This design comes from an exercise in tuning for small area, a short achievable clock period and few clock cycles per item on the open sky130 flow, not from production work. Only simulation tests tie the RTL to the original design; equivalence was not proved.

**flow/design.v**
```verilog
package mvm_accum_pkg;
    localparam int unsigned DEF_VP   = 3;
    localparam int unsigned DEF_EP   = 3;
    localparam int unsigned DEF_WI_X = 4;
    localparam int unsigned DEF_WF_X = 12;
    localparam int unsigned DEF_WI_W = 4;
    localparam int unsigned DEF_WF_W = 12;
    localparam int unsigned DEF_WI_O = 4;
    localparam int unsigned DEF_WF_O = 12;
    typedef enum logic [1:0] {
        ACC   = 2'd0,
        DRAIN = 2'd1,
        ROUND = 2'd2,
        OUT   = 2'd3
    } state_t;
    function automatic integer prod_w(input integer wi_x, input integer wf_x,
                                           input integer wi_w, input integer wf_w);
        prod_w = wi_x + wf_x + wi_w + wf_w;
    endfunction
    function automatic integer guard_w(input integer ep);
        guard_w = $clog2(ep);
    endfunction
    function automatic integer acc_w(input integer wi_x, input integer wf_x,
                                          input integer wi_w, input integer wf_w,
                                          input integer ep);
        acc_w = prod_w(wi_x, wf_x, wi_w, wf_w) + guard_w(ep);
    endfunction
    function automatic integer rnd_shift(input integer wf_x, input integer wf_w,
                                              input integer wf_o);
        rnd_shift = wf_x + wf_w - wf_o;
    endfunction
endpackage
module mvm_lane
#(
    parameter int unsigned EP   = mvm_accum_pkg::DEF_EP,
    parameter int unsigned WI_X = mvm_accum_pkg::DEF_WI_X,
    parameter int unsigned WF_X = mvm_accum_pkg::DEF_WF_X,
    parameter int unsigned WI_W = mvm_accum_pkg::DEF_WI_W,
    parameter int unsigned WF_W = mvm_accum_pkg::DEF_WF_W,
    parameter int unsigned WI_O = mvm_accum_pkg::DEF_WI_O,
    parameter int unsigned WF_O = mvm_accum_pkg::DEF_WF_O
) (
    input  logic                            clk,
    input  logic                            rst,
    input  logic                            clr,
    input  logic                            load,
    input  logic                            add,
    input  logic                            round,
    input  logic signed [WI_X+WF_X-1:0]     x,
    input  logic signed [WI_W+WF_W-1:0]     w,
    output logic        [WI_O+WF_O-1:0]     data,
    output logic                            ovf
);
    localparam int unsigned PW   = mvm_accum_pkg::prod_w(WI_X, WF_X, WI_W, WF_W);
    localparam int unsigned AW   = mvm_accum_pkg::acc_w(WI_X, WF_X, WI_W, WF_W, EP);
    localparam int unsigned RW   = AW + 1;
    localparam int unsigned OW   = WI_O + WF_O;
    localparam int unsigned SH   = mvm_accum_pkg::rnd_shift(WF_X, WF_W, WF_O);
    localparam int unsigned RSH  = (SH == 0) ? 0 : SH - 1;
    localparam logic signed [RW-1:0] RND     = (SH == 0) ? '0 : (RW'(1) <<< RSH);
    localparam logic signed [RW-1:0] SAT_MAX = RW'((64'sd1 <<< (OW - 1)) - 64'sd1);
    localparam logic signed [RW-1:0] SAT_MIN = ~SAT_MAX;
    logic signed [PW-1:0] p;
    logic signed [AW-1:0] acc;
    logic signed [RW-1:0] rnd_sum;
    logic signed [RW-1:0] shr;
    logic        [OW-1:0] sat_c;
    logic                 ovf_c;
    always_comb begin
        rnd_sum = RW'(acc) + RND;
        shr     = rnd_sum >>> SH;
        sat_c   = OW'(shr);
        ovf_c   = 1'b0;
        if (shr > SAT_MAX) begin
            sat_c = OW'(SAT_MAX);
            ovf_c = 1'b1;
        end else if (shr < SAT_MIN) begin
            sat_c = OW'(SAT_MIN);
            ovf_c = 1'b1;
        end
    end
    always_ff @(posedge clk or posedge rst) begin
        if (rst) begin
            p    <= '0;
            acc  <= '0;
            data <= '0;
            ovf  <= 1'b0;
        end else if (clr) begin
            p    <= '0;
            acc  <= '0;
        end else begin
            if (load) begin
                p <= PW'(x) * PW'(w);
            end
            if (round) begin
                acc  <= '0;
                data <= sat_c;
                ovf  <= ovf_c;
            end else if (add) begin
                acc <= acc + AW'(p);
            end
        end
    end
endmodule
module mvm_accum
#(
    parameter int unsigned VP   = mvm_accum_pkg::DEF_VP,
    parameter int unsigned EP   = mvm_accum_pkg::DEF_EP,
    parameter int unsigned WI_X = mvm_accum_pkg::DEF_WI_X,
    parameter int unsigned WF_X = mvm_accum_pkg::DEF_WF_X,
    parameter int unsigned WI_W = mvm_accum_pkg::DEF_WI_W,
    parameter int unsigned WF_W = mvm_accum_pkg::DEF_WF_W,
    parameter int unsigned WI_O = mvm_accum_pkg::DEF_WI_O,
    parameter int unsigned WF_O = mvm_accum_pkg::DEF_WF_O
) (
    input  logic                          clk,
    input  logic                          rst,
    input  logic                          clr,
    input  logic                          s_valid,
    output logic                          s_ready,
    input  logic [WI_X+WF_X-1:0]          s_x,
    input  logic [VP*(WI_W+WF_W)-1:0]     s_w,
    output logic                          m_valid,
    input  logic                          m_ready,
    output logic [VP*(WI_O+WF_O)-1:0]     m_data,
    output logic [VP-1:0]                 m_ovf
);
    localparam int unsigned WW = WI_W + WF_W;
    localparam int unsigned OW = WI_O + WF_O;
    localparam int unsigned CW = (EP > 1) ? $clog2(EP) : 1;
    mvm_accum_pkg::state_t        state;
    logic [CW-1:0] cnt;
    logic          p_valid;
    logic          s_hs_c;
    assign s_hs_c = s_valid && s_ready && (state == mvm_accum_pkg::ACC);
    always_ff @(posedge clk or posedge rst) begin
        if (rst) begin
            state   <= mvm_accum_pkg::ACC;
            cnt     <= '0;
            p_valid <= 1'b0;
            s_ready <= 1'b0;
            m_valid <= 1'b0;
        end else if (clr) begin
            state   <= mvm_accum_pkg::ACC;
            cnt     <= '0;
            p_valid <= 1'b0;
            s_ready <= 1'b1;
            m_valid <= 1'b0;
        end else begin
            case (state)
                mvm_accum_pkg::ACC: begin
                    s_ready <= 1'b1;
                    p_valid <= s_hs_c;
                    if (s_hs_c) begin
                        if (cnt == CW'(EP - 1)) begin
                            cnt     <= '0;
                            state   <= mvm_accum_pkg::DRAIN;
                            s_ready <= 1'b0;
                        end else begin
                            cnt <= cnt + CW'(1);
                        end
                    end
                end
                mvm_accum_pkg::DRAIN: begin
                    p_valid <= 1'b0;
                    state   <= mvm_accum_pkg::ROUND;
                end
                mvm_accum_pkg::ROUND: begin
                    m_valid <= 1'b1;
                    state   <= mvm_accum_pkg::OUT;
                end
                mvm_accum_pkg::OUT: begin
                    if (m_ready) begin
                        m_valid <= 1'b0;
                        s_ready <= 1'b1;
                        state   <= mvm_accum_pkg::ACC;
                    end
                end
                default: state <= mvm_accum_pkg::ACC;
            endcase
        end
    end
    for (genvar i = 0; i < int'(VP); i++) begin : g_lane
        mvm_lane #(
            .EP   (EP),
            .WI_X (WI_X),
            .WF_X (WF_X),
            .WI_W (WI_W),
            .WF_W (WF_W),
            .WI_O (WI_O),
            .WF_O (WF_O)
        ) u_lane (
            .clk   (clk),
            .rst   (rst),
            .clr   (clr),
            .load  (s_hs_c),
            .add   (p_valid),
            .round (state == mvm_accum_pkg::ROUND),
            .x     (s_x),
            .w     (s_w[(VP-1-i)*WW +: WW]),
            .data  (m_data[(VP-1-i)*OW +: OW]),
            .ovf   (m_ovf[i])
        );
    end
endmodule
```
**flow/run.sh**
```bash
#!/bin/bash
# synth_recipe.tcl (not shown) runs the flow's synth.tcl, then flattens the netlist and writes it again
# the make line also repeats each setting of config.mk as NAME=value (left out here)
make -C /OpenROAD-flow-scripts/flow DESIGN_CONFIG=/design/flow/config.mk WORK_HOME=/design/flow/orfs CLKGATE_MAP_FILE= SYNTH_SCRIPT=/design/flow/synth_recipe.tcl finish
```
**flow/config.mk**
```make
export PLATFORM = sky130hd
export DESIGN_NAME = mvm_accum
export DESIGN_NICKNAME = mvm_accum
export VERILOG_FILES = /design/flow/design.v
export SDC_FILE = /design/flow/constraint.sdc
export NUM_CORES = 4
export LEC_CHECK = 0
export CAP_MARGIN = 20
export CORE_MARGIN = 2
export CORE_UTILIZATION = 40
export SLEW_MARGIN = 20
```
**flow/constraint.sdc**
```tcl
create_clock -name core_clock -period 9.0 [get_ports {clk}]
set_input_delay 1.8000 -clock core_clock [delete_from_list [all_inputs] [get_ports {clk}]]
set_output_delay 1.8000 -clock core_clock [all_outputs]
set_load 0.01 [all_outputs]
```
==> run summary <==
post-synthesis cell count 5,050; RR Startpoint g_lane[0].u_lane.acc[0]; Max Slew Vio Count 0; final hold vios 0; vias 33,906; FF+latch count, synth 256; Syn. warnings 2; final setup fails 0; Max Clk Rate 0.122 GHz; grt total ovfl 0; dpl cells 6,553; TritonCTS clock tree done; CTS Buf Count 28; die area 117,000 um^2; largest net degree at the start of global routing 118; # fillers 11,211; DRC violations left 0; initial antenna violation count 17; area leader, netlist fa_1; Slew HR 33.6%; Routed met2 length 50,200 um; CTS Sinks 256; Syn Std Cell Area 45,800 um^2; Max Cap Viol 0; Post-Route M1 WL 56,200 um; H-tree levels 1; DP Wirelength 94,200 um; startpoint types input pin; Placer Congestion 0.884; Min-Delay Endpoint g_lane[2].u_lane.data[15]; CP Data Arrival Time 8.66 ns; synth unique cells 106; post_cts resized 0; register area share after synthesis 14.0%; row cnt 124; vias in the first global route 34,762; clock root cell clkbuf_16; met3 WL 7230 um; status complete, no violations; Post-CTS Hold Buffers 0; Design Area, Final 49,600 um^2; GRT Resource Usage Total 20.2%; placed inst area 48,700 um^2; WL final 116,000 um; RSZ-0062 raised after global routing no; min Tclk post-route 8.19 ns; pre-CTS WS 0.266 ns; DRT iter0 DRCs 1,930; nature of the critical path endpoint register; Synth Flop Type dfrtp_1; first-pass GRT wire length 190,000 um; Tcrit/Tclk final 91.0%; Hold Slack 0.483 ns; final setup margin 0.808 ns; path type of the worst min-delay path reg2reg; width of the die 342 um; die height 342 um; share of the synthesized area in the top cell type 34.5%; Synth area leaders fa_1 34%, dfrtp_1 14%, ha_1 9.6%; Worst Max-Slew Pin Slew 0.992 ns; core area 114,000 um^2; clock skew 0.0409 ns; Hold Path Depth 2; post-synthesis net count 6,260; Layout area overhead 8.40%; layout net count 6,281; r2r setup slk 5.46 ns; worst reg2reg endpoint g_lane[0].u_lane.acc[32]; CP required 9.47 ns; worst hold start g_lane[2].u_lane.data[15]; vias per cell 5.13; worst-path fanout max 7; Port Buf Inserts 121; DRT Pass-1 Iters 5; TNS Setup 0 ns; Routed Antenna Nets 0; DR top layer met5; CTS clock-pin slew for the worst setup and hold paths 0.06 ns; Worst Reg-to-Reg Cells 12; Starting Density 40.2%; critical path type in2reg; Post-synth EDFFs 0; fin cells 6,611; final core utilization 43.6%; Setup Fix Bufs, Post-CTS 0; io pins 122; Syn Area/Cell 9.07 um^2; asr flop ratio synth 100%; clock latency (worst-skew pair) 0.60 ns; layout cells sized above 1 4.20%; Max clock buf depth 3; DR WL/cell 17.5 um
area by class of cell:
| cell class | count | area (um^2) | area share [%] |
|---|---|---|---|
| diodes | 6 | 15.0 | 0.0302 |
| clock buffers | 36 | 771 | 1.55 |
| clock inverters | 16 | 178 | 0.358 |
| inverters | 905 | 3400 | 6.86 |
| multi-input cells | 3673 | 35200 | 70.8 |
| flip-flops and latches | 256 | 6410 | 12.9 |
| well taps | 1512 | 1890 | 3.81 |
| repair buffers | 207 | 1810 | 3.65 |
layout by cell type (no fill, tap or decap), types with 12 or more instances in the layout:
cell / instances
a211o_1: 12
a211oi_1: 22
a21o_1: 90
a21oi_1: 228
a22o_1: 13
a31oi_1: 30
and2_1: 378
and3_1: 31
buf_2: 16
buf_4: 84
clkbuf_16: 28
clkdlybuf4s50_1: 104
dfrtp_1: 255
fa_1: 789
ha_1: 352
inv_1: 904
mux2i_1: 70
nand2_1: 584
nand2b_1: 33
nand3_1: 68
nand3b_1: 26
nand4_1: 24
nor2_1: 259
nor2b_1: 28
nor3_1: 29
nor3b_1: 12
o211ai_1: 23
o21a_1: 38
o21ai_0: 83
o21ai_1: 19
o21bai_1: 19
o22a_1: 15
o31ai_1: 16
or3_1: 15
xnor2_1: 146
xor2_1: 74
worst max-delay path by stage:
stage | start | depth (start not counted) | slack, ns | end
after floorplan | rst | 1 | 0.16 | cnt[0]
after global placement | s_w[17] | 21 | 0.40 | g_lane[1].u_lane.p[31]
after detailed placement | s_w[17] | 21 | 0.27 | g_lane[1].u_lane.p[31]
after CTS | s_w[17] | 21 | 0.86 | g_lane[1].u_lane.p[31]
after global routing | s_w[33] | 22 | 0.47 | g_lane[0].u_lane.p[30]
final | s_w[17] | 21 | 0.81 | g_lane[1].u_lane.p[31]
cell usage after synthesis, drive strengths merged (5+ instances only):
| cell type | instances |
|---|---|
| mux2i | 70 |
| a22o | 13 |
| nand3b | 26 |
| nor2b | 30 |
| ha | 352 |
| o211ai | 23 |
| o221ai | 6 |
| a211oi | 23 |
| xnor2 | 146 |
| a21o | 94 |
| o31a | 6 |
| o21ai | 105 |
| nand2 | 584 |
| xor2 | 74 |
| a41oi | 6 |
| nand2b | 33 |
| o2111ai | 7 |
| o21bai | 20 |
| inv | 905 |
| and2 | 380 |
| nor2 | 263 |
| a21oi | 232 |
| o21a | 38 |
| fa | 789 |
| nor4b | 5 |
| and3 | 36 |
| nand4 | 26 |
| a211o | 13 |
| o22a | 16 |
| o31ai | 17 |
| a31oi | 32 |
| or3 | 15 |
| buf | 22 |
| nand4b | 7 |
| dfrtp | 256 |
| clkbuf | 193 |
| nor3 | 35 |
| nand3 | 69 |
| and4 | 6 |
| nor3b | 14 |
flip-flops by register name, summed over array words and instances, names as in the netlist:
signal,flops
g_lane.u_lane.ovf,3
g_lane.u_lane.acc,102
p_valid,1
m_valid,1
g_lane.u_lane.p,96
cnt,2
g_lane.u_lane.data,48
s_ready,1
state,2
critical path, cell delays in order:
cell and delay, ns:
clkdlybuf4s50_1 0.60, nand2_1 0.21, inv_1 0.10, fa_1 0.80, fa_1 0.51, fa_1 0.49, fa_1 0.50, fa_1 0.50
inv_1 0.05, fa_1 0.49, inv_1 0.04, ha_1 0.37, a211oi_1 0.25, o211ai_1 0.16, a221o_1 0.39, nor3_2 0.11
a21oi_1 0.12, a41o_1 0.29, o41a_1 0.36, o41ai_1 0.39, o21ai_1 0.11
cell families (layout without fill, tap and decap cells):
| logic type | after synthesis | in the layout | share of synthesized area, % |
|---|---|---|---|
| muxes | 70 | 70 | 1.53 |
| adders and majority gates | 1142 | 1142 | 44.1 |
| other | 0 | 6 | 0 |
| xor gates and xnor gates | 220 | 220 | 4.21 |
| DFF | 256 | 256 | 14.0 |
| AOI/OAI and AO/OA | 694 | 694 | 10.1 |
| and+or+nand+nor | 1547 | 1547 | 16.8 |
| buffers and inverters | 1121 | 1164 | 9.31 |
metal layers:
metal  vias to the layer above  global-route usage [%]
li1                      15889                       -
met1                     17128                    30.2
met2                       761                    31.0
met3                       108                    3.25
met4                        20                    3.96
met5                         -                       0
Testbench counts, summed over its fixed seeds: cycles 7,208, items 1,200.

-- what the ideal ports hide --
Ports are ideal in the flow. The routed layout listed here was re-timed in OpenROAD. Step 1: set_driving_cell puts a clkbuf_16 on clk and a buf_2 on each other input, an assumption about the parent block. Step 2 also shifts input and output timing later by t, the mid clock arrival at the registers, as if the neighbouring blocks saw the same clock. Three values: ideal, step 1, step 2; two values: the first two.
t (ns): 0.643
setup WS [ns]: 0.808 / 0.848 / 0.205
worst setup path after step 2: input to register
After both steps this run still meets setup and hold. The setup slack of this run moves by +0.040 ns with the drivers and by -0.603 ns with both steps.
